This is an optimization exercise on Yosys and OpenROAD, whose aim is small area, a short achievable clock period and few clock cycles per item, not a production implementation. In this exercise RTL edits were held to simulation tests only and were not proved equivalent to the original.

==> flow/design.v <==
package ttf_pkg;
   localparam int DW = 33;
   localparam int AW = 67;
   localparam int NBR = (DW + 1) / 2;
   localparam int NORM_BITS = 30;
   localparam int Q_SHIFT = 14;
   localparam int QW = 16;
   localparam int SQ_IN_W = 62;
   localparam int ROOT_W = 31;
   localparam int SQ_K = 3;
   localparam int SQ_CYC = (ROOT_W + SQ_K - 1) / SQ_K;
   localparam int SQ_STEPS = SQ_CYC * SQ_K;
   localparam int SQ_RW = ROOT_W + 3;
   localparam int DV_K = 2;
   localparam int DV_CYC = (15 + DV_K - 1) / DV_K;
   localparam int DV_STEPS = DV_CYC * DV_K;
   localparam int NUM_W = 45;
endpackage
import ttf_pkg::*;
module ttf_booth_enc (
   input  logic                              sub,
   input  logic signed [ttf_pkg::DW-1:0]     op_b,
   output logic [3*ttf_pkg::NBR-1:0]         enc
);
   logic [DW+1:0] b_ext;
   assign b_ext = {op_b[DW-1], op_b, 1'b0};
   always_comb begin
      logic [2:0] g;
      for (int j = 0; j < NBR; j++) begin
         g = b_ext[2*j +: 3];
         enc[3*j]     = g[2] ^ sub;                           
         enc[3*j + 1] = g[1] ^ g[0];                          
         enc[3*j + 2] = (g == 3'b011) || (g == 3'b100);       
      end
   end
endmodule
module ttf_mac (
   input  logic                              acc_en,
   input  logic signed [ttf_pkg::DW-1:0]     op_a1,
   input  logic signed [ttf_pkg::DW-1:0]     op_a2,
   input  logic [3*ttf_pkg::NBR-1:0]         enc1,
   input  logic [3*ttf_pkg::NBR-1:0]         enc2,
   input  logic [ttf_pkg::AW-1:0]            acc,
   output logic [ttf_pkg::AW-1:0]            y
);
   always_comb begin
      logic                 neg, one, two;
      logic [DW:0]          m;
      logic [AW-1:0]        sum;
      logic signed [DW-1:0] a;
      logic [3*NBR-1:0]     enc;
      sum = acc_en ? acc : '0;
      for (int p = 0; p < 2; p++) begin
         a   = p ? op_a2 : op_a1;
         enc = p ? enc2 : enc1;
         for (int j = 0; j < NBR; j++) begin
            neg = enc[3*j];
            one = enc[3*j + 1];
            two = enc[3*j + 2];
            m   = one ? {a[DW-1], a} : (two ? {a, 1'b0} : '0);
            m   = neg ? ~m : m;
            sum = sum + (AW'({~m[DW], m}) << (2*j)) + (AW'(neg) << (2*j))
                      - (AW'(1) << (DW + 1 + 2*j));
         end
      end
      y = sum;
   end
endmodule
import ttf_pkg::*;
module ttf_sqrt (
   input  logic                           clock,
   input  logic                           reset,
   input  logic                           in_valid,
   output logic                           in_ready,
   input  logic                           in_deg,
   input  logic [ttf_pkg::SQ_IN_W-1:0]    in_rad,
   output logic                           out_valid,
   input  logic                           out_ready,
   output logic                           out_deg,
   output logic [ttf_pkg::ROOT_W-1:0]     out_root
);
   localparam int XW = 2 * SQ_STEPS;
   logic                busy_ff, deg_ff, ov_ff, odeg_ff;
   logic [3:0]          cnt_ff;
   logic [XW-1:0]       x_ff;
   logic [SQ_RW-1:0]    rem_ff;
   logic [ROOT_W-1:0]   root_ff, oroot_ff;
   logic [XW-1:0]       x_nx;
   logic [SQ_RW-1:0]    rem_nx;
   logic [ROOT_W-1:0]   root_nx;
   logic                take, fin, ofree;
   always_comb begin
      logic [SQ_RW-1:0] rs, tr;
      logic [SQ_RW:0]   df;
      x_nx    = x_ff;
      rem_nx  = rem_ff;
      root_nx = root_ff;
      for (int k = 0; k < SQ_K; k++) begin
         rs = {rem_nx[SQ_RW-3:0], x_nx[XW-1 -: 2]};
         tr = SQ_RW'({root_nx, 2'b01});
         df = {1'b0, rs} - {1'b0, tr};
         if (!df[SQ_RW]) rem_nx = df[SQ_RW-1:0];
         else            rem_nx = rs;
         root_nx = {root_nx[ROOT_W-2:0], ~df[SQ_RW]};
         x_nx    = x_nx << 2;
      end
   end
   assign out_valid = ov_ff;
   assign out_deg   = odeg_ff;
   assign out_root  = oroot_ff;
   assign ofree     = !ov_ff || out_ready;
   assign fin       = busy_ff && (deg_ff || cnt_ff == 4'd0) && ofree;
   assign in_ready  = !busy_ff || fin;
   assign take      = in_valid && in_ready;
   always_ff @(posedge clock) begin
      if (reset) begin
         busy_ff <= 1'b0;
         ov_ff   <= 1'b0;
      end else begin
         if (take)     busy_ff <= 1'b1;
         else if (fin) busy_ff <= 1'b0;
         if (fin)            ov_ff <= 1'b1;
         else if (out_ready) ov_ff <= 1'b0;
      end
   end
   always_ff @(posedge clock) begin
      if (fin) begin
         odeg_ff  <= deg_ff;
         oroot_ff <= root_nx;
      end
      if (take) begin
         deg_ff  <= in_deg;
         x_ff    <= XW'(in_rad);
         rem_ff  <= '0;
         root_ff <= '0;
         cnt_ff  <= 4'(SQ_CYC - 1);
      end else if (busy_ff && cnt_ff != 4'd0) begin
         x_ff    <= x_nx;
         rem_ff  <= rem_nx;
         root_ff <= root_nx;
         cnt_ff  <= cnt_ff - 4'd1;
      end
   end
endmodule
module ttf_div_lane (
   input  logic                           clock,
   input  logic                           load,
   input  logic                           run,
   input  logic [ttf_pkg::NUM_W-1:0]      num,
   input  logic [ttf_pkg::ROOT_W-1:0]     den,
   output logic [ttf_pkg::DV_STEPS-1:0]   quot,
   output logic [ttf_pkg::DV_STEPS-1:0]   quot_nx   
);
   localparam int RW = ROOT_W + 1;
   logic [RW-1:0]       rem_ff;
   logic [DV_STEPS-1:0] xq_ff;    
   logic [RW-1:0]       rem_nx;
   logic [DV_STEPS-1:0] xq_nx;
   always_comb begin
      logic [RW:0] df;
      rem_nx = rem_ff;
      xq_nx  = xq_ff;
      for (int k = 0; k < DV_K; k++) begin
         rem_nx = {rem_nx[RW-2:0], xq_nx[DV_STEPS-1]};
         df     = {1'b0, rem_nx} - {2'b0, den};
         if (!df[RW]) rem_nx = df[RW-1:0];
         xq_nx  = {xq_nx[DV_STEPS-2:0], ~df[RW]};
      end
   end
   always_ff @(posedge clock) begin
      if (load) begin
         rem_ff <= RW'(num >> DV_STEPS);
         xq_ff  <= num[DV_STEPS-1:0];
      end else if (run) begin
         rem_ff <= rem_nx;
         xq_ff  <= xq_nx;
      end
   end
   assign quot    = xq_ff;
   assign quot_nx = xq_nx;
endmodule
import ttf_pkg::*;
module triangle_tangent_frame (
   input  logic        clock,
   input  logic        reset,
   input  logic        req_valid,
   output logic        req_ready,
   input  logic [31:0] req_pos_x,
   input  logic [31:0] req_pos_y,
   input  logic [31:0] req_pos_z,
   input  logic [31:0] req_tex_u,
   input  logic [31:0] req_tex_v,
   output logic        rsp_valid,
   input  logic        rsp_ready,
   output logic [15:0] rsp_tangent_x,
   output logic [15:0] rsp_tangent_y,
   output logic [15:0] rsp_tangent_z,
   output logic [15:0] rsp_bitan_x,
   output logic [15:0] rsp_bitan_y,
   output logic [15:0] rsp_bitan_z,
   output logic [1:0]  rsp_vertex_slot,
   output logic        rsp_degenerate,
   output logic        rsp_last_of_triangle
);
   localparam int NB = NORM_BITS;
   localparam logic [4:0] C_DET  = 5'd1;
   localparam logic [4:0] C_NT   = 5'd4;
   localparam logic [4:0] C_TAKE = 5'd5;    
   localparam logic [4:0] C_NB   = 5'd7;
   localparam logic [4:0] C_PT   = 5'd8;
   localparam logic [4:0] C_LAST = 5'd10;
   logic [1:0]           corner_ff;
   logic [4:0][31:0]     c0_ff;                  
   logic signed [DW-1:0] e0_ff [3];
   logic signed [DW-1:0] du0_ff, dv0_ff;
   logic                 req_fire, c2_take;
   logic [4:0][31:0]     rv;
   logic signed [DW-1:0] dl [5];
   logic                 mrun_ff;
   logic [4:0]           mcyc_ff;
   logic [AW-1:0]        acc_ff;
   logic [AW-1:0]        raw_ff [2];
   logic                 flip_ff;
   logic                 tpar_ff;                
   logic [NB-1:0]        sv_ff [4][3];
   logic [2:0]           neg_ff [4];
   logic                 zero_ff [4];
   logic [3:0]           sbusy_ff;               
   logic [3:0]           sfree;
   logic [1:0]           nslot;
   logic [AW-1:0]        m_y;
   logic                 m_stall, m_start, m_last, m_adv;
   logic                 is_deg, push_deg, push_t, push_b;
   logic [4:0]           m_nx;
   logic                 m_fetch;
   logic signed [DW-1:0] f_a1, f_a2, f_b1, f_b2;
   logic                 f_sub2, f_acc;
   logic signed [DW-1:0] opa1_ff, opa2_ff;
   logic [3*NBR-1:0]     enc1_ff, enc2_ff, f_enc1, f_enc2;
   logic                 accen_ff;
   logic [1:0]           sq_in_ready, sq_out_valid, sq_out_ready, sq_out_deg;
   logic [1:0]           sq_in_valid;
   logic [ROOT_W-1:0]    sq_root [2];
   logic [1:0]           dv_par_ff, dv_busy_ff, dv_deg_ff, dv_zero_ff;
   logic [3:0]           dv_cnt_ff [2];
   logic [2:0]           dv_neg_ff [2];
   logic [ROOT_W-1:0]    dv_den_ff [2];
   logic [1:0]           dv_load, dv_done, dv_ldeg;
   logic [1:0]           dv_slot [2];
   logic [ROOT_W-1:0]    dv_root [2];
   logic [DV_STEPS-1:0]  dv_q [2][3];
   logic [NUM_W-1:0]     dv_num [2][3];
   logic [1:0]           have_ff;                
   logic                 release_out;
   logic [1:0]           slot_ff;
   logic [QW-1:0]        outv [6];
   logic                 rsp_fire;
   assign rv = {req_pos_x, req_pos_y, req_pos_z, req_tex_u, req_tex_v};
   assign c2_take   = m_adv && (mcyc_ff == C_TAKE || push_deg);
   assign req_ready = (corner_ff != 2'd2) || c2_take;
   assign req_fire  = req_valid && req_ready;
   always_comb begin
      for (int i = 0; i < 5; i++) dl[i] = {rv[4-i][31], rv[4-i]} - {c0_ff[4-i][31], c0_ff[4-i]};
   end
   always_ff @(posedge clock) begin
      if (req_fire) begin
         if (corner_ff == 2'd0) begin
            c0_ff <= rv;
         end else if (corner_ff == 2'd1) begin
            for (int i = 0; i < 3; i++) e0_ff[i] <= dl[i];
            du0_ff <= dl[3];
            dv0_ff <= dl[4];
         end
      end
   end
   assign m_nx    = m_start ? 5'd0 : mcyc_ff + 5'd1;
   assign m_fetch = m_start || (m_adv && !m_last);
   always_comb begin
      f_acc  = 1'b0;
      f_sub2 = 1'b1;
      f_a1   = '0;
      f_a2   = '0;
      f_b1   = '0;
      f_b2   = '0;
      case (m_nx)
         5'd0:  begin f_a1 = dl[4];    f_b1 = du0_ff; f_a2 = dl[3];    f_b2 = dv0_ff; end
         5'd1:  begin f_a1 = e0_ff[0]; f_b1 = dl[4];  f_a2 = dl[0];    f_b2 = dv0_ff; end
         5'd2:  begin f_a1 = e0_ff[1]; f_b1 = dl[4];  f_a2 = dl[1];    f_b2 = dv0_ff; end
         5'd3:  begin f_a1 = e0_ff[2]; f_b1 = dl[4];  f_a2 = dl[2];    f_b2 = dv0_ff; end
         5'd4:  begin f_a1 = dl[0];    f_b1 = du0_ff; f_a2 = e0_ff[0]; f_b2 = dl[3];  end
         5'd5:  begin f_a1 = dl[1];    f_b1 = du0_ff; f_a2 = e0_ff[1]; f_b2 = dl[3];  end
         5'd6:  begin f_a1 = dl[2];    f_b1 = du0_ff; f_a2 = e0_ff[2]; f_b2 = dl[3];  end
         5'd7:  begin
            f_a1 = DW'(sv_ff[{tpar_ff, 1'b0}][0]); f_a2 = DW'(sv_ff[{tpar_ff, 1'b0}][2]);
            f_sub2 = 1'b0;
         end
         5'd8:  begin
            f_a1 = DW'(sv_ff[{tpar_ff, 1'b0}][1]);
            f_sub2 = 1'b0; f_acc = 1'b1;
         end
         5'd9:  begin
            f_a1 = DW'(sv_ff[{tpar_ff, 1'b1}][0]); f_a2 = DW'(sv_ff[{tpar_ff, 1'b1}][2]);
            f_sub2 = 1'b0;
         end
         default: begin
            f_a1 = DW'(sv_ff[{tpar_ff, 1'b1}][1]);
            f_sub2 = 1'b0; f_acc = 1'b1;
         end
      endcase
      if (m_nx >= 5'd7) begin
         f_b1 = f_a1;
         f_b2 = f_a2;
      end
   end
   ttf_booth_enc u_enc1 (
      .sub  (1'b0),
      .op_b (f_b1),
      .enc  (f_enc1)
   );
   ttf_booth_enc u_enc2 (
      .sub  (f_sub2),
      .op_b (f_b2),
      .enc  (f_enc2)
   );
   always_ff @(posedge clock) begin
      if (m_fetch) begin
         opa1_ff  <= f_a1;
         opa2_ff  <= f_a2;
         enc1_ff  <= f_enc1;
         enc2_ff  <= f_enc2;
         accen_ff <= f_acc;
      end
   end
   ttf_mac u_mac (
      .acc_en (accen_ff),
      .op_a1  (opa1_ff),
      .op_a2  (opa2_ff),
      .enc1   (enc1_ff),
      .enc2   (enc2_ff),
      .acc    (acc_ff),
      .y      (m_y)
   );
   logic [NB-1:0] nz_s0, nz_s1, nz_s2;
   logic [2:0]    nz_neg;
   logic          nz_zero, nz_second;
   logic [6:0]    nz_lz, lz_ff;
   always_comb begin
      logic [AW-1:0] mg [3];
      logic [AW-1:0] rw [3];
      logic [AW-1:0] w, sa, sb;
      rw[0] = raw_ff[0];
      rw[1] = raw_ff[1];
      rw[2] = acc_ff;
      for (int i = 0; i < 3; i++) begin
         mg[i]     = rw[i][AW-1] ? (~rw[i] + 1'b1) : rw[i];
         nz_neg[i] = rw[i][AW-1] ^ flip_ff;
      end
      w     = mg[0] | mg[1] | mg[2];
      nz_lz = 7'd0;
      for (int k = 0; k < AW; k++) begin
         if (w[k]) nz_lz = 7'(AW - 1 - k);
      end
      nz_zero = (w == '0);
      sa      = mg[2] << nz_lz;
      sb      = nz_second ? (mg[1] << lz_ff) : (mg[0] << nz_lz);
      nz_s2   = sa[AW-1 -: NB];
      nz_s0   = sb[AW-1 -: NB];
      nz_s1   = sb[AW-1 -: NB];
   end
   assign nz_second = (mcyc_ff == C_NT + 5'd1) || (mcyc_ff == C_NB + 5'd1);
   assign nslot     = {tpar_ff, (mcyc_ff == C_NB) || (mcyc_ff == C_NB + 5'd1)};
   always_comb begin
      for (int k = 0; k < 4; k++) begin
         sfree[k] = dv_load[k % 2] && !dv_ldeg[k % 2] && (dv_par_ff[k % 2] == (k / 2));
      end
   end
   assign is_deg   = (acc_ff == '0);
   assign push_deg = mrun_ff && (mcyc_ff == C_DET) && is_deg;
   assign push_t   = mrun_ff && (mcyc_ff == C_PT);
   assign push_b   = mrun_ff && (mcyc_ff == C_LAST);
   assign m_stall  = mrun_ff && ((push_deg && (sq_in_ready != 2'b11)) ||
                                 (push_t && !sq_in_ready[0]) ||
                                 (push_b && !sq_in_ready[1]) ||
                                 ((mcyc_ff == C_NT || mcyc_ff == C_NB) &&
                                  sbusy_ff[nslot] && !sfree[nslot]));
   assign m_adv    = mrun_ff && !m_stall;
   assign m_last   = m_adv && (push_deg || push_b);
   assign m_start  = (!mrun_ff || m_last) && (corner_ff == 2'd2) && req_valid && !c2_take;
   assign sq_in_valid[0] = m_adv && (push_deg || push_t);
   assign sq_in_valid[1] = m_adv && (push_deg || push_b);
   always_ff @(posedge clock) begin
      if (reset) begin
         corner_ff <= '0;
         mrun_ff   <= 1'b0;
         mcyc_ff   <= '0;
         sbusy_ff  <= '0;
         tpar_ff   <= 1'b0;
      end else begin
         if (req_fire) corner_ff <= (corner_ff == 2'd2) ? 2'd0 : corner_ff + 2'd1;
         if (m_start) begin
            mrun_ff <= 1'b1;
            mcyc_ff <= '0;
         end else begin
            if (m_last) mrun_ff <= 1'b0;
            else if (m_adv) mcyc_ff <= mcyc_ff + 5'd1;
         end
         for (int k = 0; k < 4; k++) begin
            if (m_adv && (mcyc_ff == C_NT || mcyc_ff == C_NB) && nslot == 2'(k))
               sbusy_ff[k] <= 1'b1;
            else if (sfree[k]) sbusy_ff[k] <= 1'b0;
         end
         if (m_last) tpar_ff <= !tpar_ff;
      end
   end
   always_ff @(posedge clock) begin
      if (m_adv) begin
         acc_ff <= m_y;
         if (mcyc_ff == C_DET) flip_ff <= acc_ff[AW-1];
         if (mcyc_ff == 5'd1 || mcyc_ff == 5'd4) raw_ff[0] <= m_y;
         if (mcyc_ff == 5'd2 || mcyc_ff == 5'd5) raw_ff[1] <= m_y;
         if (mcyc_ff == C_NT || mcyc_ff == C_NB) begin
            sv_ff[nslot][0] <= nz_s0;
            sv_ff[nslot][2] <= nz_s2;
            neg_ff[nslot]   <= nz_neg;
            zero_ff[nslot]  <= nz_zero;
            lz_ff           <= nz_lz;
         end
         if (nz_second) sv_ff[nslot][1] <= nz_s1;
      end
   end
   for (genvar v = 0; v < 2; v++) begin : g_sq
      ttf_sqrt u_sqrt (
         .clock     (clock),
         .reset     (reset),
         .in_valid  (sq_in_valid[v]),
         .in_ready  (sq_in_ready[v]),
         .in_deg    (push_deg),
         .in_rad    (m_y[SQ_IN_W-1:0]),
         .out_valid (sq_out_valid[v]),
         .out_ready (sq_out_ready[v]),
         .out_deg   (sq_out_deg[v]),
         .out_root  (sq_root[v])
      );
   end
   assign rsp_fire    = rsp_valid && rsp_ready;
   assign release_out = rsp_fire && (slot_ff == 2'd2);
   for (genvar k = 0; k < 2; k++) begin : g_dv
      assign dv_ldeg[k] = sq_out_deg[k];
      assign dv_root[k] = sq_root[k];
      assign dv_slot[k] = {dv_par_ff[k], 1'(k)};
      assign dv_done[k] = dv_busy_ff[k] && (dv_cnt_ff[k] == 4'd0);
      assign dv_load[k]  = sq_out_valid[k] && !dv_busy_ff[k] && (!have_ff[k] || release_out);
      assign sq_out_ready[k] = dv_load[k];
      always_comb begin
         for (int i = 0; i < 3; i++) begin
            dv_num[k][i] = NUM_W'({sv_ff[dv_slot[k]][i], Q_SHIFT'(0)}) + NUM_W'(dv_root[k] >> 1);
         end
      end
      for (genvar i = 0; i < 3; i++) begin : g_lane
         ttf_div_lane u_lane (
            .clock   (clock),
            .load    (dv_load[k]),
            .run     (dv_busy_ff[k]),
            .num     (dv_num[k][i]),
            .den     (dv_den_ff[k]),
            .quot    (dv_q[k][i]),
            .quot_nx ()
         );
      end
      always_ff @(posedge clock) begin
         if (reset) begin
            dv_par_ff[k]  <= 1'b0;
            dv_busy_ff[k] <= 1'b0;
            have_ff[k]    <= 1'b0;
         end else begin
            if (dv_load[k]) begin
               dv_par_ff[k]  <= !dv_par_ff[k];
               dv_busy_ff[k] <= !dv_ldeg[k];
               have_ff[k]    <= dv_ldeg[k];
            end else if (dv_done[k]) begin
               dv_busy_ff[k] <= 1'b0;
               have_ff[k]    <= 1'b1;
            end else if (release_out) begin
               have_ff[k]    <= 1'b0;
            end
         end
      end
      always_ff @(posedge clock) begin
         if (dv_load[k]) begin
            dv_deg_ff[k]  <= dv_ldeg[k];
            dv_den_ff[k]  <= dv_root[k];
            dv_neg_ff[k]  <= neg_ff[dv_slot[k]];
            dv_zero_ff[k] <= zero_ff[dv_slot[k]];
            dv_cnt_ff[k]  <= 4'(DV_CYC - 1);
         end else if (dv_busy_ff[k]) begin
            dv_cnt_ff[k]  <= dv_cnt_ff[k] - 4'd1;
         end
      end
   end
   always_ff @(posedge clock) begin
      if (reset) begin
         slot_ff <= 2'd0;
      end else begin
         if (rsp_fire) slot_ff <= (slot_ff == 2'd2) ? 2'd0 : slot_ff + 2'd1;
      end
   end
   always_comb begin
      for (int k = 0; k < 2; k++) begin
         for (int i = 0; i < 3; i++) begin
            logic [QW-1:0] q;
            q = (dv_zero_ff[k] || dv_deg_ff[k]) ? '0 : QW'(dv_q[k][i]);
            outv[3*k + i] = dv_neg_ff[k][i] ? (~q + 1'b1) : q;
         end
      end
   end
   assign rsp_valid            = (have_ff == 2'b11);
   assign rsp_tangent_x        = outv[0];
   assign rsp_tangent_y        = outv[1];
   assign rsp_tangent_z        = outv[2];
   assign rsp_bitan_x          = outv[3];
   assign rsp_bitan_y          = outv[4];
   assign rsp_bitan_z          = outv[5];
   assign rsp_vertex_slot      = slot_ff;
   assign rsp_degenerate       = dv_deg_ff[0];
   assign rsp_last_of_triangle = (slot_ff == 2'd2);
endmodule
==> flow/run.sh <==
#!/bin/bash
# synth_recipe.tcl (not shown) runs the flow's synth.tcl, then flattens the netlist and writes it again
# the make line also repeats each setting of config.mk as NAME=value (left out here)
make -C /OpenROAD-flow-scripts/flow DESIGN_CONFIG=/design/flow/config.mk WORK_HOME=/design/flow/orfs CLKGATE_MAP_FILE= SYNTH_SCRIPT=/design/flow/synth_recipe.tcl finish
==> flow/config.mk <==
export PLATFORM = sky130hd
export DESIGN_NAME = triangle_tangent_frame
export DESIGN_NICKNAME = triangle_tangent_frame
export VERILOG_FILES = /design/flow/design.v
export SDC_FILE = /design/flow/constraint.sdc
export NUM_CORES = 4
export LEC_CHECK = 0
export CAP_MARGIN = 20
export CORE_MARGIN = 2
export CORE_UTILIZATION = 40
export SETUP_SLACK_MARGIN = 3
export SLEW_MARGIN = 20
==> flow/constraint.sdc <==
create_clock -name core_clock -period 11.0 [get_ports {clock}]
set_input_delay 2.2000 -clock core_clock [delete_from_list [all_inputs] [get_ports {clock}]]
set_output_delay 2.2000 -clock core_clock [all_outputs]
set_load 0.01 [all_outputs]
==> flow_metrics.py, run 1 <==
metrics = {
    "clock_network": {
        "hold_buffers": 0,
        "clkLatencyLatePin_ns": 1.04,
        "cts_buffer_depth": 4,
        "cts_tree": "built",
        "cts_sinks": 1796,
        "numCtsBuffers": 219,
        "path_clk_slew_ns": 0.06,
        "htreeDepth": 4,
        "cts_root_buffer": "clkbuf_16",
    },
    "outcome": {
        "status": "timing/DRC/antenna clean",
    },
    "floorplan": {
        "pin_count": 266,
        "initial_core_util_pct": 40.1,
        "die_area_um2": 492000,
        "die_height_um": 701,
        "rows": 256,
        "die_w_um": 701,
        "core_um2": 485000,
    },
    "critical_path": {
        "end_kind": "register",
        "arrival_ns": 10.04,
        "worstSetupStartpointType": "register",
        "endpoint": "acc_ff[63]",
        "reg2reg_to": "acc_ff[63]",
        "crit_required_ns": 11.68,
        "reg2regPathDepth": 33,
        "criticalPathCategory": "reg2reg",
        "max_stage_delay_ns": 0.67,
        "crit_slowest_cell": "fa_2",
        "critPathMostFrequentCell": "fa_1",
        "path_max_fanout": 14,
        "r2r-start": "opa2_ff[9]",
        "cp.depth": 33,
        "cp_top_family": "adder cells",
        "reg2reg_slack_ns": 1.64,
        "startpoint": "opa2_ff[9]",
        "path_buf_inv": 9,
    },
    "global_route": {
        "grt_pass1_vias": 166051,
        "overflow": 0,
        "grt_pass1_wl_um": 1200000,
        "grt_use_total_pct": 33.3,
        "grt_max_degree": 176,
        "antenna_found_initial": 83,
    },
    "sta": {
        "rsz0062_at_grt": "yes",
        "holdWs_ns": 0.425,
        "tightest_slew_ns": 1.36,
        "setup_ws_ns": 1.64,
        "finalCritPeriodShare_pct": 85.0,
        "drv_slew": 0,
        "slew_headroom_pct": 7.05,
        "finalSetupTns_ns": 0,
        "setup_viol": 0,
        "final.setup_skew_ns": 0.126,
        "period_minus_slack_ns": 9.36,
        "hold_viol": 0,
        "fmax_mhz": 107,
    },
    "placed_design": {
        "routabilityCongestion": 1.06,
        "port_buffers": 265,
        "post_dp_cell_area_um2": 206000,
        "hpwlAfterDp_um": 642000,
        "place_ws_ns": 0.545,
    },
    "logic_synthesis": {
        "synth_flop_cell": "edfxtp_1",
        "syn_area_um2": 194000,
        "synth_warnings": 31,
        "synth_enable_flop_cells": 1609,
        "netlist_instances": 21533,
        "synth_cell_types": 114,
        "synth-seq-cells": 1796,
        "syn_nets": 24067,
        "async_flop_share_pct": 0,
        "avgSynthCellArea_um2": 9.03,
        "seq_area_frac_synth_pct": 26.8,
    },
    "detailed_routing": {
        "drt-total-wl_um": 860000,
        "wl_per_cell_um": 29.7,
        "top_layer": "met5",
        "vias": 179094,
        "ant_nets": 0,
        "met1_length_um": 338000,
        "drtPass1Iterations": 9,
        "wl_met3_um": 113000,
        "met2WireLength_um": 352000,
        "viasPerCell": 6.18,
        "drc": 0,
        "drt_iter0_drc": 25960,
    },
    "min_path": {
        "hold_path_class": "reg2reg",
    },
    "layout": {
        "drive_above_1_share_pct": 17.5,
        "fin_nets": 24841,
        "final_cell_area_um2": 233000,
        "area_growth_pct": 19.9,
        "fill_cells": 44937,
    },
    "job": {
        "max_cap_violations": 0,
    },
}
metrics by stage:
stage,std cells,utilization [%]
final,28971,48.0
after CTS,28654,46.6
after global placement,27503,42.5
after global routing,28942,48.0
after floorplan,21533,-
after detailed placement,27504,42.5
cells in the final DEF (no fill, tap or decap), types with 143 or more instances in the layout:
cell / instances
nand2_1: 2471
inv_1: 1626
edfxtp_1: 1609
xnor2_1: 1343
buf_4: 1150
fa_1: 1095
o21ai_0: 1073
ha_1: 1069
nor2_1: 1046
mux2i_1: 962
a21oi_1: 958
xor2_1: 756
a22oi_1: 610
nand3_1: 362
mux2_2: 352
nor3_1: 313
buf_6: 284
clkdlybuf4s50_1: 263
a21o_1: 232
clkbuf_16: 229
buf_12: 154
or3_1: 151
nand2b_1: 151
dfxtp_1: 149
o21ai_1: 143
registers in the layout, indices dropped and copies added (netlist names), 50 cells and up:
signal	flops
sv_ff	360
g_dv.g_lane.u_lane.rem_ff	186
c0_ff	160
raw_ff	134
g_sq.u_sqrt.x_ff	132
e0_ff	99
g_dv.g_lane.u_lane.xq_ff	96
acc_ff	67
g_sq.u_sqrt.rem_ff	64
dv_den_ff	62
g_sq.u_sqrt.oroot_ff	62
g_sq.u_sqrt.root_ff	62
enc1_ff	50
enc2_ff	50
routing by layer:
layer / track usage [%] / vias to the layer above
met5: 0.196 / -
met4: 17.6 / 52
met3: 10.7 / 2244
met2: 47.6 / 11217
met1: 44.5 / 88148
li1: - / 77433
final cells by class:
type,count,area (µm²),share of cell area (%)
Multi-Input combinational cell,16620,139000,59.7
Sequential cell,1796,52100,22.4
Timing Repair Buffer,1954,19600,8.42
Tap cell,6450,8070,3.46
Inverter,1715,6600,2.83
Clock buffer,248,5640,2.42
Clock inverter,151,1730,0.742
Antenna cell,36,90.1,0.0387
Timing Repair inverter,1,8.76,0.00376
repair_timing:
item	CTS	global route
gates cloned	46	12
resized for setup	1426	970
setup endpoints to repair	871	833
pin swaps	496	497
buffers inserted	705	267
Yosys cell counts (all sizes together) (127+ instances only):
master,n,area (µm²)
a211oi,211,1590
a21o,232,1740
a21oi,1111,5570
a22oi,657,4930
a31oi,151,960
and2,146,913
and3,131,820
buf,290,1310
clkbuf,1122,4210
dfxtp,187,3740
edfxtp,1609,48300
fa,1177,23600
ha,1193,14900
inv,1706,6410
mux2,390,4390
mux2i,1011,10100
nand2,2561,9620
nand2b,166,1050
nand3,399,2010
nor2,1101,4130
nor2b,170,1060
nor3,343,1730
o21ai,1345,6740
o21bai,128,961
o22ai,127,795
o31ai,148,1130
or3,163,1030
xnor2,1388,12200
xor2,786,6890
cells by family after synthesis:
kind of cell               Yosys count  synth area share (%)
AOI/OAI and AO/OA                 5113                  17.0
xor gates and xnor gates          2174                  9.80
adders and majority gates         2370                  19.8
buffers and inverters             3127                  6.15
DFF                               1796                  26.8
muxes                             1418                  7.66
and+or+nand+nor                   5535                  12.8
worst min path at each step:
stage,start,to,slack (ns),depth (start not counted)
global placement,g_sq[1].u_sqrt.deg_ff,g_sq[1].u_sqrt.odeg_ff,0.43,0
finish,g_sq[1].u_sqrt.oroot_ff[0],dv_den_ff[1][0],0.43,0
floorplan,g_sq[0].u_sqrt.oroot_ff[0],dv_den_ff[0][0],0.40,0
CTS,g_sq[1].u_sqrt.oroot_ff[0],dv_den_ff[1][0],0.43,0
global route,g_sq[1].u_sqrt.oroot_ff[0],dv_den_ff[1][0],0.43,0
detailed placement,g_sq[1].u_sqrt.oroot_ff[0],dv_den_ff[1][0],0.41,0
Testbench counts, summed over its fixed seeds: cycles 3,057, triangles 256.
==> inputs of run 2 (changes only) <==
--- a/flow/design.v
+++ b/flow/design.v
@@ -209,3 +209,3 @@
    localparam logic [4:0] C_NB   = 5'd7;
-   localparam logic [4:0] C_PT   = 5'd8;
+   localparam logic [4:0] C_PT   = 5'd9;
    localparam logic [4:0] C_LAST = 5'd10;
@@ -232,3 +232,3 @@
    logic                 m_stall, m_start, m_last, m_adv;
-   logic                 is_deg, push_deg, push_t, push_b;
+   logic                 is_deg, push_deg, push_t, push_b, pb_ff;
    logic [4:0]           m_nx;
@@ -379,3 +379,3 @@
    assign push_t   = mrun_ff && (mcyc_ff == C_PT);
-   assign push_b   = mrun_ff && (mcyc_ff == C_LAST);
+   assign push_b   = pb_ff;
    assign m_stall  = mrun_ff && ((push_deg && (sq_in_ready != 2'b11)) ||
@@ -386,6 +386,6 @@
    assign m_adv    = mrun_ff && !m_stall;
-   assign m_last   = m_adv && (push_deg || push_b);
+   assign m_last   = m_adv && (push_deg || mcyc_ff == C_LAST);
    assign m_start  = (!mrun_ff || m_last) && (corner_ff == 2'd2) && req_valid && !c2_take;
    assign sq_in_valid[0] = m_adv && (push_deg || push_t);
-   assign sq_in_valid[1] = m_adv && (push_deg || push_b);
+   assign sq_in_valid[1] = (m_adv && push_deg) || (push_b && sq_in_ready[1]);
    always_ff @(posedge clock) begin
@@ -397,2 +397,3 @@
          tpar_ff   <= 1'b0;
+         pb_ff     <= 1'b0;
       end else begin
@@ -412,2 +413,4 @@
          if (m_last) tpar_ff <= !tpar_ff;
+         if (m_adv && mcyc_ff == C_LAST) pb_ff <= 1'b1;
+         else if (sq_in_valid[1])        pb_ff <= 1'b0;
       end
@@ -437,3 +440,3 @@
          .in_deg    (push_deg),
-         .in_rad    (m_y[SQ_IN_W-1:0]),
+         .in_rad    (acc_ff[SQ_IN_W-1:0]),
          .out_valid (sq_out_valid[v]),
--- a/flow/config.mk
+++ b/flow/config.mk
@@ -12 +12,2 @@
 export SLEW_MARGIN = 20
+export TNS_END_PERCENT = 10
==> flow_metrics.py, run 2 <==
metrics = {
    "sta": {
        "setup_viol": 0,
        "finalCritPeriodShare_pct": 85.4,
        "final.setup_skew_ns": 0.122,
        "fmax_mhz": 106,
        "rsz0062_at_grt": "yes",
        "tightest_slew_ns": 1.33,
        "finalSetupTns_ns": 0,
        "drv_slew": 0,
        "hold_viol": 0,
        "slew_headroom_pct": 8.76,
        "period_minus_slack_ns": 9.39,
    },
    "logic_synthesis": {
        "synth_cell_types": 111,
        "yosysMostFrequentCell": "nand2_1",
        "synth_enable_flop_cells": 1609,
        "avgSynthCellArea_um2": 8.94,
        "synth_flop_cell": "edfxtp_1",
        "seq_area_frac_synth_pct": 26.6,
        "syn_area_um2": 196000,
        "synth.area.top_cells": "edfxtp_1 25%, fa_1 12%, ha_1 7.6%, xnor2_1 6.1%, nand2_1 5.7%",
        "async_flop_share_pct": 0,
        "syn_nets": 24438,
        "synth_area_leader_cell": "edfxtp_1",
        "netlist_instances": 21902,
        "synth_warnings": 31,
        "synth-seq-cells": 1797,
        "synth_top_area_share_pct": 24.7,
        "synthTopCellsByCount": "2994 x nand2_1, 1654 x inv_1, 1609 x edfxtp_1",
    },
    "detailed_routing": {
        "met1_length_um": 338000,
        "ant_nets": 0,
        "drtPass1Iterations": 9,
        "drc": 0,
        "wl_met3_um": 98500,
        "viasPerCell": 6.10,
        "wl_per_cell_um": 30.0,
        "drt-total-wl_um": 866000,
        "top_layer": "met5",
        "met2WireLength_um": 367000,
        "vias": 176075,
        "drt_iter0_drc": 22501,
    },
    "clock_network": {
        "clkLatencyLatePin_ns": 1.02,
        "numCtsBuffers": 216,
        "path_clk_slew_ns": 0.06,
        "cts_sinks": 1797,
        "hold_buffers": 0,
        "cts_tree": "built",
        "cts_buffer_depth": 4,
        "htreeDepth": 4,
        "cts_root_buffer": "clkbuf_16",
    },
    "layout": {
        "stdcell_count": 28885,
        "regMostFlops": "sv_ff",
        "largest_reg_flops": 360,
        "drive_above_1_share_pct": 13.4,
        "fin_nets": 24711,
        "seqCellArea_um2": 52100,
        "fill_cells": 46554,
        "top_regs": "sv_ff: 360 flops, g_dv.g_lane.u_lane.rem_ff: 186 flops, c0_ff: 160 flops",
        "final_cell_area_um2": 226000,
        "area_growth_pct": 15.3,
        "final_cell_mix": "2963 x nand2_1, 1617 x inv_1, 1609 x edfxtp_1",
        "multi_input_area_um2": 137000,
        "final_common_cell": "nand2_1",
    },
    "critical_path": {
        "reg2reg_to": "sv_ff[1][13]",
        "reg2regPathDepth": 22,
        "arrival_ns": 10.02,
        "end_kind": "register",
        "crit_required_ns": 11.63,
        "path_max_fanout": 105,
        "reg2reg_slack_ns": 1.61,
        "criticalPathCategory": "reg2reg",
        "r2r-start": "acc_ff[0]",
        "worstSetupStartpointType": "register",
    },
    "global_route": {
        "grt_max_degree": 166,
        "grt_pass1_vias": 162913,
        "overflow": 0,
        "antenna_found_initial": 101,
        "grt_pass1_wl_um": 1200000,
        "grt_use_total_pct": 33.5,
    },
    "min_path": {
        "worstHoldPathCells": 0,
        "worstHoldStart": "g_sq[0].u_sqrt.oroot_ff[0]",
        "hold_path_class": "reg2reg",
        "min_to": "dv_den_ff[0][0]",
    },
    "floorplan": {
        "die_w_um": 704,
        "core_um2": 487000,
        "pin_count": 266,
        "die_height_um": 704,
        "rows": 256,
        "initial_core_util_pct": 40.2,
        "die_area_um2": 495000,
    },
    "outcome": {
        "status": "timing/DRC/antenna clean",
    },
    "placed_design": {
        "post_dp_cell_area_um2": 207000,
        "routabilityCongestion": 1.03,
        "port_buffers": 265,
        "dp_cells": 27855,
        "hpwlAfterDp_um": 654000,
    },
    "job": {
        "max_cap_violations": 0,
    },
}
[run 2: area by class of cell]
cell class | instances | area share, %
multi-input combinational | 16992 | 60.5
sequential | 1797 | 23.1
timing repair buffer | 1480 | 6.71
tap | 6450 | 3.57
inverter | 1686 | 2.84
clock buffer | 257 | 2.53
clock inverter | 149 | 0.704
antenna | 72 | 0.0798
timing repair inverter | 2 | 0.00665
[run 2: logic make-up after synthesis]
group	after synthesis	share of synthesized area [%]
buffers and inverters	3117	6.16
adder cells (fa/ha/maj)	2372	19.7
XOR/XNOR	2199	9.83
flip-flops	1797	26.6
AO/OA/AOI/OAI	5055	16.6
AND/OR/NAND/NOR	5925	13.4
multiplexers	1437	7.76
[run 2: repair_timing]
item	4_1_cts	5_1_grt
setup buffers	317	178
gates resized for setup	627	739
gates cloned	22	34
setup endpoints to repair	839	851
pin swaps	224	347
[run 2: metal layers]
| metal | up-vias | track usage (%) |
|---|---|---|
| li1 | 77322 | - |
| met1 | 86572 | 43.7 |
| met2 | 10124 | 49.4 |
| met3 | 2013 | 9.27 |
| met4 | 44 | 20.0 |
| met5 | - | 0 |
[run 2: how the worst max path moves through the flow]
stage	startpoint	end	depth (start not counted)
CTS	dv_den_ff[1][1]	g_dv[1].g_lane[2].u_lane.rem_ff[11]	37
global placement	dv_den_ff[0][1]	g_dv[0].g_lane[0].u_lane.rem_ff[7]	38
floorplan	dv_den_ff[0][1]	g_dv[0].g_lane[1].u_lane.rem_ff[24]	38
detailed placement	dv_den_ff[0][1]	g_dv[0].g_lane[0].u_lane.rem_ff[7]	38
global route	enc2_ff[4]	raw_ff[1][66]	31
finish	acc_ff[0]	sv_ff[1][13]	22
[run 2: stage by stage]
stage	util [%]	hold WS (ns)	worst slack (ns)
after detailed placement	42.5	0.415	0.743
final	46.4	0.429	1.61
after CTS	45.3	0.432	1.93
after global routing	46.4	0.448	1.61
after floorplan	-	0.400	1.83
after global placement	42.5	0.406	0.800
[run 2: worst max-delay path: stages (launching register included)]
cell      delay [ns]
edfxtp_1        0.55
inv_1           0.40
ha_1            0.24
or3b_2          0.54
or4_4           0.67
or2_1           0.42
o41ai_1         0.45
xor2_1          0.37
and3_1          0.28
a211oi_1        0.23
o31ai_1         0.11
a221oi_1        0.93
o21ai_0         0.45
and2_1          0.40
nand2_4         0.17
buf_12          0.49
mux2i_1         0.48
o22a_1          0.24
o21ai_1         0.06
or4_1           0.48
a31oi_1         0.45
buf_4           0.41
mux2i_1         0.16
Testbench counts of run 2, summed over its fixed seeds: cycles 3,078, triangles 256.
==> inputs of run 3 (changes only) <==
--- a/flow/config.mk
+++ b/flow/config.mk
@@ -12,2 +12 @@
 export SLEW_MARGIN = 20
-export TNS_END_PERCENT = 10
==> flow_metrics.py, run 3 <==
metrics = {
    "layout": {
        "fin_nets": 25115,
        "final_cell_mix": "2938 x nand2_1, 1609 x edfxtp_1, 1594 x inv_1",
        "final_core_util_pct": 47.9,
        "area_growth_pct": 19.1,
        "largest_reg_flops": 360,
        "fill_cells": 45711,
        "top_regs": "sv_ff: 360 flops, g_dv.g_lane.u_lane.rem_ff: 186 flops, c0_ff: 160 flops",
        "final_common_cell": "nand2_1",
        "multi_input_area_um2": 140000,
        "final_cell_area_um2": 233000,
        "drive_above_1_share_pct": 16.8,
        "seqCellArea_um2": 52200,
        "regMostFlops": "sv_ff",
    },
    "detailed_routing": {
        "drc": 0,
        "wl_per_cell_um": 30.1,
        "vias": 178604,
        "met1_length_um": 339000,
        "viasPerCell": 6.10,
        "drt-total-wl_um": 882000,
        "drtPass1Iterations": 8,
        "ant_nets": 0,
        "drt_iter0_drc": 23025,
        "met2WireLength_um": 374000,
        "top_layer": "met5",
        "wl_met3_um": 101000,
    },
    "placed_design": {
        "post_dp_cell_area_um2": 207000,
        "port_buffers": 265,
        "hpwlAfterDp_um": 652000,
        "routabilityCongestion": 1.08,
    },
    "logic_synthesis": {
        "syn_nets": 24438,
        "avgSynthCellArea_um2": 8.94,
        "async_flop_share_pct": 0,
        "synth_top_area_share_pct": 24.7,
        "synthTopCellsByCount": "2994 x nand2_1, 1654 x inv_1, 1609 x edfxtp_1",
        "synth_area_leader_cell": "edfxtp_1",
        "syn_area_um2": 196000,
        "yosysMostFrequentCell": "nand2_1",
        "netlist_instances": 21902,
        "seq_area_frac_synth_pct": 26.6,
        "synth.area.top_cells": "edfxtp_1 25%, fa_1 12%, ha_1 7.6%, xnor2_1 6.1%, nand2_1 5.7%",
        "synth_cell_types": 111,
        "synth_warnings": 31,
        "synth_enable_flop_cells": 1609,
        "synth-seq-cells": 1797,
        "synth_flop_cell": "edfxtp_1",
    },
    "global_route": {
        "grt_max_degree": 166,
        "grt_pass1_vias": 165817,
        "antenna_found_initial": 111,
        "grt_pass1_wl_um": 1220000,
        "grt_use_total_pct": 34.0,
        "overflow": 0,
    },
    "floorplan": {
        "initial_core_util_pct": 40.2,
        "core_um2": 487000,
        "die_area_um2": 495000,
        "pin_count": 266,
        "rows": 256,
        "die_height_um": 704,
        "die_w_um": 704,
    },
    "clock_network": {
        "cts_sinks": 1797,
        "htreeDepth": 4,
        "cts_root_buffer": "clkbuf_16",
        "clkLatencyLatePin_ns": 1.02,
        "hold_buffers": 0,
        "cts_tree": "built",
        "cts_buffer_depth": 4,
        "path_clk_slew_ns": 0.07,
        "numCtsBuffers": 212,
    },
    "sta": {
        "slew_headroom_pct": 8.31,
        "period_minus_slack_ns": 9.04,
        "hold_viol": 0,
        "rsz0062_at_grt": "yes",
        "tightest_slew_ns": 1.34,
        "setup_viol": 0,
        "finalSetupTns_ns": 0,
        "drv_slew": 0,
        "final.setup_skew_ns": 0.139,
        "fmax_mhz": 111,
        "finalCritPeriodShare_pct": 82.2,
    },
    "critical_path": {
        "max_stage_delay_ns": 0.61,
        "end_kind": "register",
        "crit_required_ns": 11.69,
        "path_max_fanout": 23,
        "criticalPathCategory": "reg2reg",
        "cp_top_family": "adder cells",
        "worstSetupStartpointType": "register",
        "critPathMostFrequentCell": "fa_1",
        "path_buf_inv": 5,
        "arrival_ns": 9.72,
        "crit_slowest_cell": "fa_1",
    },
    "min_path": {
        "hold_path_class": "reg2reg",
    },
    "job": {
        "max_cap_violations": 0,
    },
    "outcome": {
        "status": "timing/DRC/antenna clean",
    },
}
-- run 3: cell counts after synthesis --
Identical to the previous run, type by type.
-- run 3: final timing paths --
path,from,to,slack [ns],cells past startpoint
min,g_sq[0].u_sqrt.oroot_ff[6],dv_den_ff[0][6],0.45,0
max reg2reg,opa2_ff[31],acc_ff[66],1.96,28
max,opa2_ff[31],acc_ff[66],1.96,28
min reg2reg,g_sq[0].u_sqrt.oroot_ff[6],dv_den_ff[0][6],0.45,0
-- run 3: what timing repair did --
item | in CTS | in global routing
setup buffers | 601 | 282
pin swaps | 371 | 523
gates resized for setup | 1038 | 1038
cloned | 48 | 38
endpoints found under the setup margin | 858 | 758
hold endpoints to repair | 0 | 0
-- run 3: cell families (layout without fill, tap and decap cells) --
family | after synthesis | in the layout | synth area share [%]
AO/OA/AOI/OAI | 5055 | 5063 | 16.6
multiplexers | 1437 | 1437 | 7.76
adder cells (fa/ha/maj) | 2372 | 2372 | 19.7
AND/OR/NAND/NOR | 5925 | 5934 | 13.4
XOR/XNOR | 2199 | 2199 | 9.83
other | 0 | 81 | 0
buffers and inverters | 3117 | 3960 | 6.16
flip-flops | 1797 | 1797 | 26.6
-- run 3: worst reg2reg max path, delay by kind of cell (launching register included) --
family                     cells  cell delay (ns)
DFF                            1             0.56
buffers and inverters          5             0.64
AOI/OAI and AO/OA              9             2.08
xor gates and xnor gates       2             0.28
adders and majority gates      9             4.58
and+or+nand+nor                3             0.58
-- run 3: layout make-up --
cell class,count,share of cell area [%]
Multi-Input combinational cell,17005,59.8
Sequential cell,1797,22.4
Timing Repair Buffer,1876,8.39
Tap cell,6450,3.46
Inverter,1686,2.79
Clock buffer,238,2.32
Clock inverter,159,0.770
Antenna cell,81,0.0869
Timing Repair inverter,1,0.00322
-- run 3: through the flow --
| step | cells | worst slack (ns) | hold slack (ns) |
|---|---|---|---|
| floorplan | 21902 | 2.17 | 0.400 |
| global placement | 27838 | 0.561 | 0.429 |
| detailed placement | 27841 | 0.576 | 0.430 |
| CTS | 28887 | 2.14 | 0.450 |
| global route | 29251 | 1.74 | 0.463 |
| finish | 29293 | 1.96 | 0.453 |
-- run 3: routing by layer --
metal / vias up / global-route usage (%)
met5: - / 0
met3: 2386 / 10.0
met2: 10390 / 49.8
met1: 87655 / 43.7
met4: 58 / 21.9
li1: 78115 / -
==> inputs of run 4 (changes only) <==
--- a/flow/config.mk
+++ b/flow/config.mk
@@ -10,3 +10,3 @@
 export CORE_UTILIZATION = 40
-export SETUP_SLACK_MARGIN = 3
+export SETUP_SLACK_MARGIN = 2
 export SLEW_MARGIN = 20
==> flow_metrics.py, run 4 <==
metrics = {
    "logic_synthesis": {
        "syn_nets": 24438,
        "synth_warnings": 31,
        "synthTopCellsByCount": "2994 x nand2_1, 1654 x inv_1, 1609 x edfxtp_1",
        "netlist_instances": 21902,
        "synth_enable_flop_cells": 1609,
        "synth_area_leader_cell": "edfxtp_1",
        "synth-seq-cells": 1797,
        "yosysMostFrequentCell": "nand2_1",
        "seq_area_frac_synth_pct": 26.6,
        "synth_flop_cell": "edfxtp_1",
        "avgSynthCellArea_um2": 8.94,
        "synth_cell_types": 111,
        "async_flop_share_pct": 0,
        "syn_area_um2": 196000,
        "synth_top_area_share_pct": 24.7,
        "synth.area.top_cells": "edfxtp_1 25%, fa_1 12%, ha_1 7.6%, xnor2_1 6.1%, nand2_1 5.7%",
    },
    "clock_network": {
        "cts_tree": "built",
        "hold_buffers": 0,
        "clkLatencyLatePin_ns": 1.02,
        "cts_sinks": 1797,
        "cts_buffer_depth": 4,
        "path_clk_slew_ns": 0.07,
        "htreeDepth": 4,
        "numCtsBuffers": 216,
        "cts_root_buffer": "clkbuf_16",
    },
    "sta": {
        "rsz0062_at_grt": "yes",
        "hold_viol": 0,
        "drv_slew": 0,
        "setup_viol": 0,
        "setup_ws_ns": 1.79,
        "period_minus_slack_ns": 9.21,
        "finalCritPeriodShare_pct": 83.7,
        "slew_headroom_pct": 8.64,
        "final.setup_skew_ns": 0.112,
        "finalSetupTns_ns": 0,
        "fmax_mhz": 109,
        "tightest_slew_ns": 1.33,
    },
    "detailed_routing": {
        "drt_iter0_drc": 21445,
        "viasPerCell": 6.07,
        "drtPass1Iterations": 10,
        "wl_per_cell_um": 29.6,
        "drc": 0,
        "vias": 174312,
        "drt-total-wl_um": 850000,
        "ant_nets": 0,
    },
    "floorplan": {
        "rows": 256,
        "initial_core_util_pct": 40.2,
        "die_w_um": 704,
        "die_height_um": 704,
        "die_area_um2": 495000,
        "core_um2": 487000,
        "pin_count": 266,
    },
    "global_route": {
        "grt_use_total_pct": 33.1,
        "overflow": 0,
        "grt_max_degree": 166,
        "antenna_found_initial": 92,
        "grt_pass1_wl_um": 1190000,
        "grt_pass1_vias": 162355,
    },
    "critical_path": {
        "end_kind": "register",
        "crit_required_ns": 11.66,
        "worstSetupStartpointType": "register",
        "path_max_fanout": 22,
        "reg2regPathDepth": 27,
        "arrival_ns": 9.87,
        "criticalPathCategory": "reg2reg",
        "reg2reg_slack_ns": 1.79,
    },
    "outcome": {
        "status": "timing/DRC/antenna clean",
    },
    "min_path": {
        "worstHoldPathCells": 0,
        "hold_path_class": "reg2reg",
    },
    "placed_design": {
        "hpwlAfterDp_um": 650000,
        "port_buffers": 265,
        "routabilityCongestion": 1.08,
        "place_ws_ns": 0.666,
    },
    "job": {
        "max_cap_violations": 0,
    },
    "layout": {
        "final_core_util_pct": 45.6,
        "drive_above_1_share_pct": 11.5,
        "multi_input_area_um2": 135000,
        "regMostFlops": "sv_ff",
        "top_regs": "sv_ff: 360 flops, g_dv.g_lane.u_lane.rem_ff: 186 flops, c0_ff: 160 flops",
        "seqCellArea_um2": 52100,
        "area_growth_pct": 13.5,
        "fill_cells": 46916,
        "final_common_cell": "nand2_1",
        "fin_nets": 24545,
        "largest_reg_flops": 360,
        "final_cell_mix": "2980 x nand2_1, 1631 x inv_1, 1609 x edfxtp_1",
    },
}
-- run 4: cell counts after synthesis --
Identical to the previous run, type by type.
-- run 4: critical path, stage by stage, from the launching register on --
cell      delay, ns
edfxtp_1       0.54
inv_4          0.27
buf_6          0.34
xnor2_1        0.18
fa_1           0.46
fa_1           0.54
fa_1           0.46
fa_2           0.63
fa_2           0.50
fa_1           0.53
fa_1           0.62
inv_2          0.05
fa_1           0.56
ha_4           0.23
a21o_1         0.16
a221oi_2       0.30
o21ai_2        0.13
buf_6          0.16
nand2_4        0.06
a211oi_2       0.08
o22a_2         0.28
a41o_1         0.21
a41o_1         0.27
o211ai_1       0.32
o22ai_2        0.14
or4_4          0.51
a31oi_4        0.17
xnor2_2        0.12
-- run 4: path summary, 6_finish.rpt --
path | start | endpoint
setup reg to reg | enc2_ff[30] | raw_ff[0][66]
hold / removal | g_sq[0].u_sqrt.oroot_ff[0] | dv_den_ff[0][0]
hold reg to reg | g_sq[0].u_sqrt.oroot_ff[0] | dv_den_ff[0][0]
setup / recovery | enc2_ff[30] | raw_ff[0][66]
-- run 4: cells by family after synthesis --
family | synth area share (%)
AO/OA/AOI/OAI | 16.6
multiplexers | 7.76
XOR/XNOR | 9.83
buffers and inverters | 6.16
adder cells (fa/ha/maj) | 19.7
AND/OR/NAND/NOR | 13.4
flip-flops | 26.6
-- run 4: layout make-up --
cell class	instances	area share (%)
clock buffers	261	2.57
flip-flops and latches	1797	23.4
inverters	1686	2.89
well taps	6450	3.63
multi-input cells	16991	60.7
diodes	70	0.0788
repair buffers	1317	5.98
clock inverters	141	0.743
-- run 4: routing by layer --
metal / track usage, % / part of all wire (%) / vias up
met4: 20.6 / 7.4 / 36
met1: 42.9 / 39 / 85750
met2: 48.5 / 42 / 9527
li1: - / - / 76951
met5: 0 / 0.027 / -
met3: 9.65 / 11 / 2048
-- run 4: metrics by stage --
step                hold slack [ns]  instance area, µm²  instances
detailed placement            0.407              207000      27855
global route                  0.446              222000      28675
floorplan                     0.400              196000      21902
CTS                           0.422              219000      28505
finish                        0.420              222000      28713
global placement              0.408              207000      27852
-- run 4: timing repair --
| item | CTS | global route |
|---|---|---|
| resized for setup | 417 | 500 |
| cloned | 13 | 11 |
| endpoints found under the setup margin | 339 | 676 |
| buffers inserted | 235 | 123 |
| pin swaps | 115 | 176 |
| endpoints found under the hold margin | 0 | 0 |
==> inputs of run 5 (changes only) <==
--- a/flow/config.mk
+++ b/flow/config.mk
@@ -7,6 +7,6 @@
 export LEC_CHECK = 0
-export CAP_MARGIN = 20
+export CAP_MARGIN = 30
 export CORE_MARGIN = 2
 export CORE_UTILIZATION = 40
-export SETUP_SLACK_MARGIN = 2
-export SLEW_MARGIN = 20
+export SETUP_SLACK_MARGIN = 1.75
+export SLEW_MARGIN = 30
==> flow_metrics.py, run 5 <==
metrics = {
    "layout": {
        "fill_cells": 46975,
        "multi_input_area_um2": 134000,
        "final_common_cell": "nand2_1",
        "final_cell_mix": "2980 x nand2_1, 1637 x inv_1, 1609 x edfxtp_1",
        "top_regs": "sv_ff: 360 flops, g_dv.g_lane.u_lane.rem_ff: 186 flops, c0_ff: 160 flops",
        "stdcell_count": 28629,
        "fin_nets": 24455,
        "regMostFlops": "sv_ff",
        "drive_above_1_share_pct": 10.6,
        "seqCellArea_um2": 52100,
        "largest_reg_flops": 360,
        "area_growth_pct": 12.5,
    },
    "sta": {
        "drv_slew": 0,
        "slew_headroom_pct": 20.1,
        "hold_viol": 0,
        "period_minus_slack_ns": 9.23,
        "final.setup_skew_ns": 0.120,
        "finalCritPeriodShare_pct": 83.9,
        "fmax_mhz": 108,
        "finalSetupTns_ns": 0,
        "rsz0062_at_grt": "yes",
        "tightest_slew_ns": 1.17,
        "setup_viol": 0,
    },
    "placed_design": {
        "dp_cells": 27860,
        "hpwlAfterDp_um": 654000,
        "routabilityCongestion": 1.03,
        "port_buffers": 265,
    },
    "logic_synthesis": {
        "synth-compound-area-share_pct": 16.6,
        "muxShareOfSynthArea_pct": 7.76,
        "syn_nets": 24438,
        "async_flop_share_pct": 0,
        "yosysMostFrequentCell": "nand2_1",
        "synthTopCellsByCount": "2994 x nand2_1, 1654 x inv_1, 1609 x edfxtp_1",
        "yosys.area_share.adder_pct": 19.7,
        "synth_top_area_share_pct": 24.7,
        "synth_warnings": 31,
        "synth_enable_flop_cells": 1609,
        "synth_cell_types": 111,
        "netlist_instances": 21902,
        "synth.area.top_cells": "edfxtp_1 25%, fa_1 12%, ha_1 7.6%, xnor2_1 6.1%, nand2_1 5.7%",
        "avgSynthCellArea_um2": 8.94,
        "synth_top_family_by_area": "adder cells",
        "synth_area_leader_cell": "edfxtp_1",
        "synth_flop_cell": "edfxtp_1",
        "synth-xor-area-share_pct": 9.83,
        "synth-seq-cells": 1797,
        "syn_area_um2": 196000,
        "seq_area_frac_synth_pct": 26.6,
        "synth-simple-area-share_pct": 13.4,
    },
    "critical_path": {
        "startpoint": "acc_ff[0]",
        "r2r-start": "acc_ff[0]",
        "reg2reg_slack_ns": 1.77,
        "reg2regPathDepth": 23,
        "worstSetupStartpointType": "register",
        "reg2reg_to": "sv_ff[11][4]",
        "arrival_ns": 9.92,
        "crit_required_ns": 11.69,
        "criticalPathCategory": "reg2reg",
        "path_max_fanout": 28,
        "end_kind": "register",
    },
    "floorplan": {
        "core_um2": 487000,
        "die_w_um": 704,
        "die_height_um": 704,
        "rows": 256,
        "die_area_um2": 495000,
        "pin_count": 266,
        "initial_core_util_pct": 40.2,
    },
    "detailed_routing": {
        "vias": 173704,
        "viasPerCell": 6.07,
        "drt_iter0_drc": 21575,
        "wl_per_cell_um": 29.8,
        "ant_nets": 0,
        "drc": 0,
        "drt-total-wl_um": 854000,
        "drtPass1Iterations": 9,
    },
    "clock_network": {
        "cts_sinks": 1797,
        "path_clk_slew_ns": 0.06,
        "cts_buffer_depth": 4,
        "cts_root_buffer": "clkbuf_16",
        "htreeDepth": 4,
        "clkLatencyLatePin_ns": 1.02,
        "cts_tree": "built",
        "hold_buffers": 0,
        "numCtsBuffers": 220,
    },
    "global_route": {
        "grt_pass1_vias": 162179,
        "grt_use_total_pct": 33.1,
        "overflow": 0,
        "grt_max_degree": 166,
        "antenna_found_initial": 92,
        "grt_pass1_wl_um": 1190000,
    },
    "min_path": {
        "worstHoldPathCells": 0,
        "min_to": "dv_den_ff[0][0]",
        "hold_path_class": "reg2reg",
        "worstHoldStart": "g_sq[0].u_sqrt.oroot_ff[0]",
    },
    "outcome": {
        "status": "timing/DRC/antenna clean",
    },
    "job": {
        "max_cap_violations": 0,
    },
}
[run 5: per-stage QoR]
stage | setup slack (ns) | util, % | hold WS [ns] | area, µm²
after detailed placement | 0.776 | 42.5 | 0.415 | 207000
after global routing | 1.50 | 45.3 | 0.443 | 220000
after floorplan | 1.83 | - | 0.400 | 196000
after CTS | 1.72 | 44.7 | 0.428 | 218000
after global placement | 0.800 | 42.5 | 0.406 | 207000
final | 1.77 | 45.3 | 0.424 | 220000
[run 5: how the worst max path moves through the flow]
stage                                          endpoint  slack [ns]  cells after the start
finish                                     sv_ff[11][4]        1.77                     23
global placement     g_dv[0].g_lane[0].u_lane.rem_ff[7]        0.80                     38
detailed placement   g_dv[0].g_lane[0].u_lane.rem_ff[7]        0.78                     38
global route                                 acc_ff[63]        1.50                     32
CTS                                       raw_ff[1][66]        1.72                     32
floorplan           g_dv[0].g_lane[1].u_lane.rem_ff[24]        1.83                     38
[run 5: critical path, stage by stage (launching register included)]
cell      delay, ns
edfxtp_1       0.53
inv_1          0.40
ha_1           0.25
or3b_2         0.54
or4_4          0.67
or3_4          0.49
o41ai_2        0.26
xor2_1         0.64
nand3_1        0.31
nor2_1         0.27
nor3_1         0.11
o31ai_1        0.49
nand2_2        0.45
nor2_8         0.25
buf_4          0.31
buf_4          0.50
mux2_2         0.44
mux2i_1        0.14
mux2i_1        0.59
a21oi_1        0.18
o31a_1         0.33
a31oi_1        0.36
buf_4          0.30
mux2i_1        0.13
[run 5: layer usage]
| layer | vias up | global-route usage [%] | wire length (µm) |
|---|---|---|---|
| li1 | 76748 | - | - |
| met5 | - | 0.0485 | 266 |
| met1 | 85305 | 43.3 | 336000 |
| met3 | 1980 | 8.88 | 95700 |
| met2 | 9633 | 48.8 | 360000 |
| met4 | 38 | 20.5 | 62200 |
[run 5: final cells by class]
class | count | area share (%)
Clock inverter | 140 | 0.722
Inverter | 1686 | 2.91
Multi-Input combinational cell | 16988 | 60.8
Clock buffer | 270 | 2.68
Sequential cell | 1797 | 23.6
Antenna cell | 72 | 0.0817
Timing Repair Buffer | 1225 | 5.54
Tap cell | 6450 | 3.66
Timing Repair inverter | 1 | 0.00341
[run 5: cells by family (layout without fill, tap and decap cells)]
group	count (synthesis)	count (layout)
and+or+nand+nor	5925	5925
buffers and inverters	3117	3322
DFF	1797	1797
AOI/OAI and AO/OA	5055	5055
xor gates and xnor gates	2199	2199
other	0	72
adders and majority gates	2372	2372
muxes	1437	1437
[run 5: repair_timing]
item | CTS | global route
pin swaps | 39 | 111
gates resized for setup | 282 | 354
buffers inserted | 191 | 72
endpoints found under the setup margin | 312 | 518
cloned | 6 | 15
==> inputs of run 6 (changes only) <==
--- a/flow/design.v
+++ b/flow/design.v
@@ -421,4 +421,4 @@
          if (mcyc_ff == C_DET) flip_ff <= acc_ff[AW-1];
-         if (mcyc_ff == 5'd1 || mcyc_ff == 5'd4) raw_ff[0] <= m_y;
-         if (mcyc_ff == 5'd2 || mcyc_ff == 5'd5) raw_ff[1] <= m_y;
+         if (mcyc_ff == 5'd2 || mcyc_ff == 5'd5) raw_ff[0] <= acc_ff;
+         if (mcyc_ff == 5'd3 || mcyc_ff == 5'd6) raw_ff[1] <= acc_ff;
          if (mcyc_ff == C_NT || mcyc_ff == C_NB) begin
--- a/flow/config.mk
+++ b/flow/config.mk
@@ -7,6 +7,6 @@
 export LEC_CHECK = 0
-export CAP_MARGIN = 30
+export CAP_MARGIN = 20
 export CORE_MARGIN = 2
 export CORE_UTILIZATION = 40
-export SETUP_SLACK_MARGIN = 1.75
-export SLEW_MARGIN = 30
+export SETUP_SLACK_MARGIN = 3
+export SLEW_MARGIN = 20
==> flow_metrics.py, run 6 <==
metrics = {
    "clock_network": {
        "hold_buffers": 0,
        "numCtsBuffers": 220,
        "path_clk_slew_ns": 0.06,
        "cts_sinks": 1797,
        "cts_buffer_depth": 4,
        "clkLatencyLatePin_ns": 1.02,
    },
    "floorplan": {
        "die_area_um2": 494000,
        "pin_count": 266,
        "core_um2": 486000,
        "die_height_um": 703,
        "rows": 256,
    },
    "sta": {
        "rsz0062_at_grt": "yes",
        "finalSetupTns_ns": 0,
        "slew_headroom_pct": 12.0,
        "period_minus_slack_ns": 9.18,
        "fmax_mhz": 109,
        "setup_viol": 0,
        "finalCritPeriodShare_pct": 83.4,
        "hold_viol": 0,
        "final.setup_skew_ns": 0.132,
        "tightest_slew_ns": 1.31,
    },
    "logic_synthesis": {
        "synth_enable_flop_cells": 1609,
        "seq_area_frac_synth_pct": 26.6,
        "async_flop_share_pct": 0,
        "synth_top_area_share_pct": 24.7,
        "synth_area_leader_cell": "edfxtp_1",
        "synth-seq-cells": 1797,
        "synth.area.top_cells": "edfxtp_1 25%, fa_1 12%, ha_1 7.6%, xnor2_1 6.2%, nand2_1 5.3%",
        "synthTopCellsByCount": "2776 x nand2_1, 1645 x inv_1, 1609 x edfxtp_1",
        "yosysMostFrequentCell": "nand2_1",
        "syn_nets": 24290,
        "synth_warnings": 31,
        "synth_cell_types": 111,
        "netlist_instances": 21754,
    },
    "layout": {
        "final_common_cell": "nand2_1",
        "final_cell_mix": "2711 x nand2_1, 1609 x edfxtp_1, 1584 x inv_1",
        "fin_nets": 25086,
        "seqCellArea_um2": 52100,
        "largest_reg_flops": 360,
        "final_cell_area_um2": 234000,
        "multi_input_area_um2": 139000,
        "regMostFlops": "sv_ff",
        "area_growth_pct": 19.9,
        "drive_above_1_share_pct": 17.6,
    },
    "detailed_routing": {
        "drt_iter0_drc": 22721,
        "ant_nets": 0,
        "vias": 180784,
        "drc": 0,
        "wl_per_cell_um": 30.9,
    },
    "min_path": {
        "hold_path_class": "reg2reg",
        "worstHoldStart": "g_sq[0].u_sqrt.oroot_ff[0]",
    },
    "placed_design": {
        "port_buffers": 265,
        "routabilityCongestion": 1.01,
        "hpwlAfterDp_um": 668000,
    },
    "global_route": {
        "overflow": 0,
        "antenna_found_initial": 114,
    },
    "critical_path": {
        "end_kind": "register",
        "startpoint": "enc2_ff[23]",
        "critPathMostFrequentCell": "fa_1",
        "criticalPathCategory": "reg2reg",
        "max_stage_delay_ns": 0.61,
        "worstSetupStartpointType": "register",
        "arrival_ns": 9.86,
        "path_buf_inv": 4,
        "crit_required_ns": 11.69,
        "r2r-start": "enc2_ff[23]",
    },
    "job": {
        "max_cap_violations": 0,
    },
    "outcome": {
        "status": "timing/DRC/antenna clean",
    },
}
[run 6: logic make-up (layout without fill, tap and decap cells)]
group / after synthesis / count (layout) / share of synthesized area, %
buffers and inverters: 3126 / 4100 / 6.17
muxes: 1370 / 1370 / 7.40
xor gates and xnor gates: 2184 / 2184 / 9.79
and+or+nand+nor: 5727 / 5732 / 13.2
DFF: 1797 / 1797 / 26.6
adders and majority gates: 2372 / 2372 / 19.7
other: 0 / 90 / 0
AOI/OAI and AO/OA: 5178 / 5179 / 17.1
[run 6: worst register-to-register path: cells and delay by family (launching register included)]
| kind | cells | cell delay (ns) |
|---|---|---|
| flip-flops | 1 | 0.49 |
| XOR/XNOR | 2 | 0.32 |
| adder cells (fa/ha/maj) | 9 | 4.38 |
| AO/OA/AOI/OAI | 13 | 2.55 |
| AND/OR/NAND/NOR | 4 | 0.85 |
| buffers and inverters | 4 | 0.32 |
[run 6: repair_timing]
item,CTS,global route
pin swaps,469,551
cloned,44,27
setup endpoints to repair,713,681
hold endpoints to repair,0,0
buffers inserted,656,263
resized for setup,1302,1048
[run 6: path summary, 6_finish.rpt]
path | endpoint | slack [ns] | cells past startpoint
max | acc_ff[63] | 1.82 | 32
min | dv_den_ff[0][0] | 0.43 | 0
max reg2reg | acc_ff[63] | 1.82 | 32
min reg2reg | dv_den_ff[0][0] | 0.43 | 0
[run 6: layer usage]
layer | wire length, µm | part of all wire, % | vias to the layer above | track usage, %
met5 | 506 | 0.056 | - | 0.107
li1 | - | - | 78251 | -
met4 | 61300 | 6.8 | 52 | 20.1
met2 | 379000 | 42 | 11004 | 51.1
met1 | 354000 | 39 | 89175 | 46.3
met3 | 109000 | 12 | 2302 | 9.96
[run 6: stage by stage]
step                      utilization [%]  cells  setup slack (ns)
after detailed placement             42.7  27787             0.817
after global routing                 48.2  29221              1.67
after floorplan                         -  21754              2.08
final                                48.2  29274              1.82
after CTS                            46.7  28893              2.08
after global placement               42.6  27783             0.565
[run 6: final cells by class]
| class | count | share of cell area, % |
|---|---|---|
| repair buffers | 2022 | 8.82 |
| clock buffers | 262 | 2.46 |
| well taps | 6450 | 3.44 |
| diodes | 90 | 0.0961 |
| flip-flops and latches | 1797 | 22.2 |
| inverters | 1672 | 2.74 |
| clock inverters | 144 | 0.773 |
| multi-input cells | 16837 | 59.4 |
Testbench counts of run 6, summed over its fixed seeds: cycles 3,078, triangles 256.

## static timing again, ports no longer ideal
The flow's constraints put no driver on any port. The routed layouts listed below were extracted and timed again, unchanged, in two steps.
Step 1 sets driving cells, clkbuf_16 on the clock port and buf_2 on the other inputs (assumed; they add their load-dependent delay and slew).
Step 2 also shifts input and output timing later by t, the mid clock arrival at the registers, as if the neighbouring blocks saw the same clock.
a / b / c = no drivers / after step 1 / after step 2; a / b = the first two.
run | shift t [ns] | setup WS [ns] | slew at the worst register clock pin (ns)
run 1 | 1.084 | 1.645 / 1.645 / 1.645 | 0.08 / 0.08
run 2 | 1.100 | 1.608 / 1.608 / 0.984 | 0.08 / 0.08
run 3 | 1.069 | 1.961 / 1.961 / 1.961 | 0.09 / 0.09
run 4 | 1.091 | 1.790 / 1.790 / 1.009 | 0.07 / 0.07
run 5 | 1.075 | 1.772 / 1.772 / 1.033 | 0.09 / 0.09
run 6 | 1.096 | 1.823 / 1.823 / 1.823 | 0.08 / 0.08
After both steps setup and hold are still met in every run listed. For run 4, which loses most, drivers alone change the setup slack by 0.000 ns; drivers and shift together by -0.781 ns.
